What follows belongs to an exercise in optimizing a design on an open flow for small area, a short achievable clock period and few clock cycles per item; a production flow would make more cautious choices.
Only simulation tests tie the RTL to the original design; equivalence was not proved.

ember:
## muldiv_unit
module muldiv_unit #(
  parameter int WIDTH  = 64,
  parameter int REG_AW = 5
) (
  input  logic              iCLK,
  input  logic              iRST,
  input  logic              iStart,
  input  logic [2:0]        iOp,
  input  logic [WIDTH-1:0]  iOperandA,
  input  logic [WIDTH-1:0]  iOperandB,
  input  logic [REG_AW-1:0] iDestReg,
  output logic              oBusy,
  output logic              oStall,
  output logic              oDone,
  output logic              oRegWrite,
  output logic [REG_AW-1:0] oWriteRegister,
  output logic [WIDTH-1:0]  oResult
);
Size in the first run: about 210 I/O pins, about 20000 µm² of cells after synthesis.
Settings: LEC_CHECK=0, CAP_MARGIN=20, CORE_MARGIN=2, CORE_UTILIZATION=50, SETUP_SLACK_MARGIN=3.0, SLEW_MARGIN=20, TNS_END_PERCENT=0; clock period 6.3 ns.
run.sh (not shown) runs the stock make flow with config.mk's settings and CLKGATE_MAP_FILE= SYNTH_SCRIPT=/design/flow/synth_recipe.tcl, a recipe that flattens the netlist after the stock synthesis.
ember went all the way through synthesis, placement and routing and the layout is clean on timing, DRC and antenna.
Testbench counts of ember, summed over its fixed seeds: cycles 49,122, ops 2,400.
Input-level comparison between indigo and ember:
# ember
export LEC_CHECK = 0
export CAP_MARGIN = 20
export CORE_MARGIN = 2
export CORE_UTILIZATION = 50
export SETUP_SLACK_MARGIN = 3.0
export SLEW_MARGIN = 20
export TNS_END_PERCENT = 0
create_clock -name core_clock -period 6.3 [get_ports {iCLK}]
# indigo
export LEC_CHECK = 0
export CAP_MARGIN = 20
export CORE_MARGIN = 2
export CORE_UTILIZATION = 50
export CTS_BUF_LIST = sky130_fd_sc_hd__clkbuf_4 sky130_fd_sc_hd__clkbuf_8
export SETUP_SLACK_MARGIN = 3.0
export SLEW_MARGIN = 20
export TNS_END_PERCENT = 0
create_clock -name core_clock -period 6.3 [get_ports {iCLK}]
==> flow/flow/run.sh (new file) <==
#!/bin/bash
# The standard layout (the standard.sh, standard synthesis included), with the
# port buffers that placement inserts on every input and output made of
# sky130_fd_sc_hd__buf_2 instead of the delay cell the resizer picks by default.
set -euo pipefail
bash standard.sh "BUFFER_PORTS_ARGS=-buffer_cell sky130_fd_sc_hd__buf_2" finish > standard_flow.log 2>&1
==> flow/standard.sh (new file) <==
#!/bin/bash
# synth_recipe.tcl (not shown) runs the flow's synth.tcl, then flattens the netlist and writes it again
# the make line also repeats each setting of config.mk as NAME=value (left out here)
make -C /OpenROAD-flow-scripts/flow DESIGN_CONFIG=/design/flow/config.mk WORK_HOME=/design/flow/orfs CLKGATE_MAP_FILE= SYNTH_SCRIPT=/design/flow/synth_recipe.tcl "${@:-finish}"
removed: flow/run.sh
Notes after the runs:
- Diff indigo..ember | die height | unchanged
- Looking at most common library cell in the layout ignoring fill and taps, the sky130_fd_sc_hd__buf_2 result is from indigo; the sky130_fd_sc_hd__a21oi_1 one comes from ember.
- Diff ember -> indigo: source-to-sink clock delay at the later pin of the worst-skew pair now larger; routed wire length now smaller; area taken by flip-flops and latches comparable; fraction of met1 tracks used by global routing now smaller; number of clock sinks comparable.

Another version of the RTL of muldiv_unit (not shown whole).
Size in the first run: roughly 2300 cells after synthesis, roughly 230 flip-flops, about 210 I/O pins.
==> flow/design.v (excerpt) <==
module muldiv_unit #(
  parameter int WIDTH  = 64,
  parameter int REG_AW = 5
) (
  input  logic              iCLK,
  input  logic              iRST,
  input  logic              iStart,
  input  logic [2:0]        iOp,
  input  logic [WIDTH-1:0]  iOperandA,
  input  logic [WIDTH-1:0]  iOperandB,
  input  logic [REG_AW-1:0] iDestReg,
  output logic              oBusy,
  output logic              oStall,
  output logic              oDone,
  output logic              oRegWrite,
  output logic [REG_AW-1:0] oWriteRegister,
  output logic [WIDTH-1:0]  oResult
);
clock: 6.3 ns
lec_check: 0
cap_margin: 20
core_margin: 2
core_utilization: 50
cts_buf_list: sky130_fd_sc_hd__clkbuf_4 sky130_fd_sc_hd__clkbuf_8
setup_slack_margin: 3.0
slew_margin: 20
tns_end_percent: 0
standard.sh (not shown) runs the stock make flow with config.mk's settings and CLKGATE_MAP_FILE= SYNTH_SCRIPT=/design/flow/synth_recipe.tcl, a recipe that flattens the netlist after the stock synthesis.
==> flow/flow/run.sh <==
#!/bin/bash
# The standard layout (the standard.sh, standard synthesis included), with the
# port buffers that placement inserts on every input and output made of
# sky130_fd_sc_hd__buf_2 instead of the delay cell the resizer picks by default.
set -euo pipefail
bash standard.sh "BUFFER_PORTS_ARGS=-buffer_cell sky130_fd_sc_hd__buf_2" finish > standard_flow.log 2>&1
The baseline produced a clean layout.
Testbench counts at the start, summed over its fixed seeds: cycles 47,801, ops 2,400.
Next try:
Settings changed: CTS_BUF_LIST sky130_fd_sc_hd__clkbuf_4 sky130_fd_sc_hd__clkbuf_8 to unset.
Outcome:
- The new run went through all stages and came out clean
- fmax is higher slightly
- flip-flop and latch count does not change
- cell count is lower slightly
- via count is higher slightly
- global-route usage is higher by 0.25 points
- utilization is higher by 0.81 points
- non-clock buffer count is higher by 17
- cell area is higher slightly

==> afterwards: timing with drivers on the ports <==
The results above use ideal ports. As a check the final layouts listed here were re-extracted and re-timed, cells and wires unchanged.
Step 1 assumes that a clkbuf_16 drives the clock port and a buf_2 every other input.
Step 2 also shifts input and output timing later by t, the mid clock arrival at the registers, as if the neighbouring blocks saw the same clock.
Three values: ideal ports, drivers, drivers and shift; two values: the first two.
run | t, ns | setup WS [ns] | hold WS [ns] | slew at the worst register clock pin (ns)
ember | 0.657 | 1.782 / 1.782 / 1.276 | 0.486 / 0.486 / 0.486 | 0.07 / 0.07
indigo | 0.684 | 1.930 / 1.930 / 1.287 | 0.483 / 0.483 / 0.483 | 0.06 / 0.06
the first run of note 2 | 0.677 | 2.047 / 2.056 / 1.399 | 0.555 / 0.537 / 0.555 | 0.07 / 0.07
the second run of note 2 | 0.642 | 2.075 / 2.075 / 1.471 | 0.551 / 0.551 / 0.551 | 0.07 / 0.07
After both steps setup and hold are still met in every run listed. For the first run of note 2, which loses most, drivers alone change the setup slack by +0.009 ns; drivers and shift together by -0.648 ns.
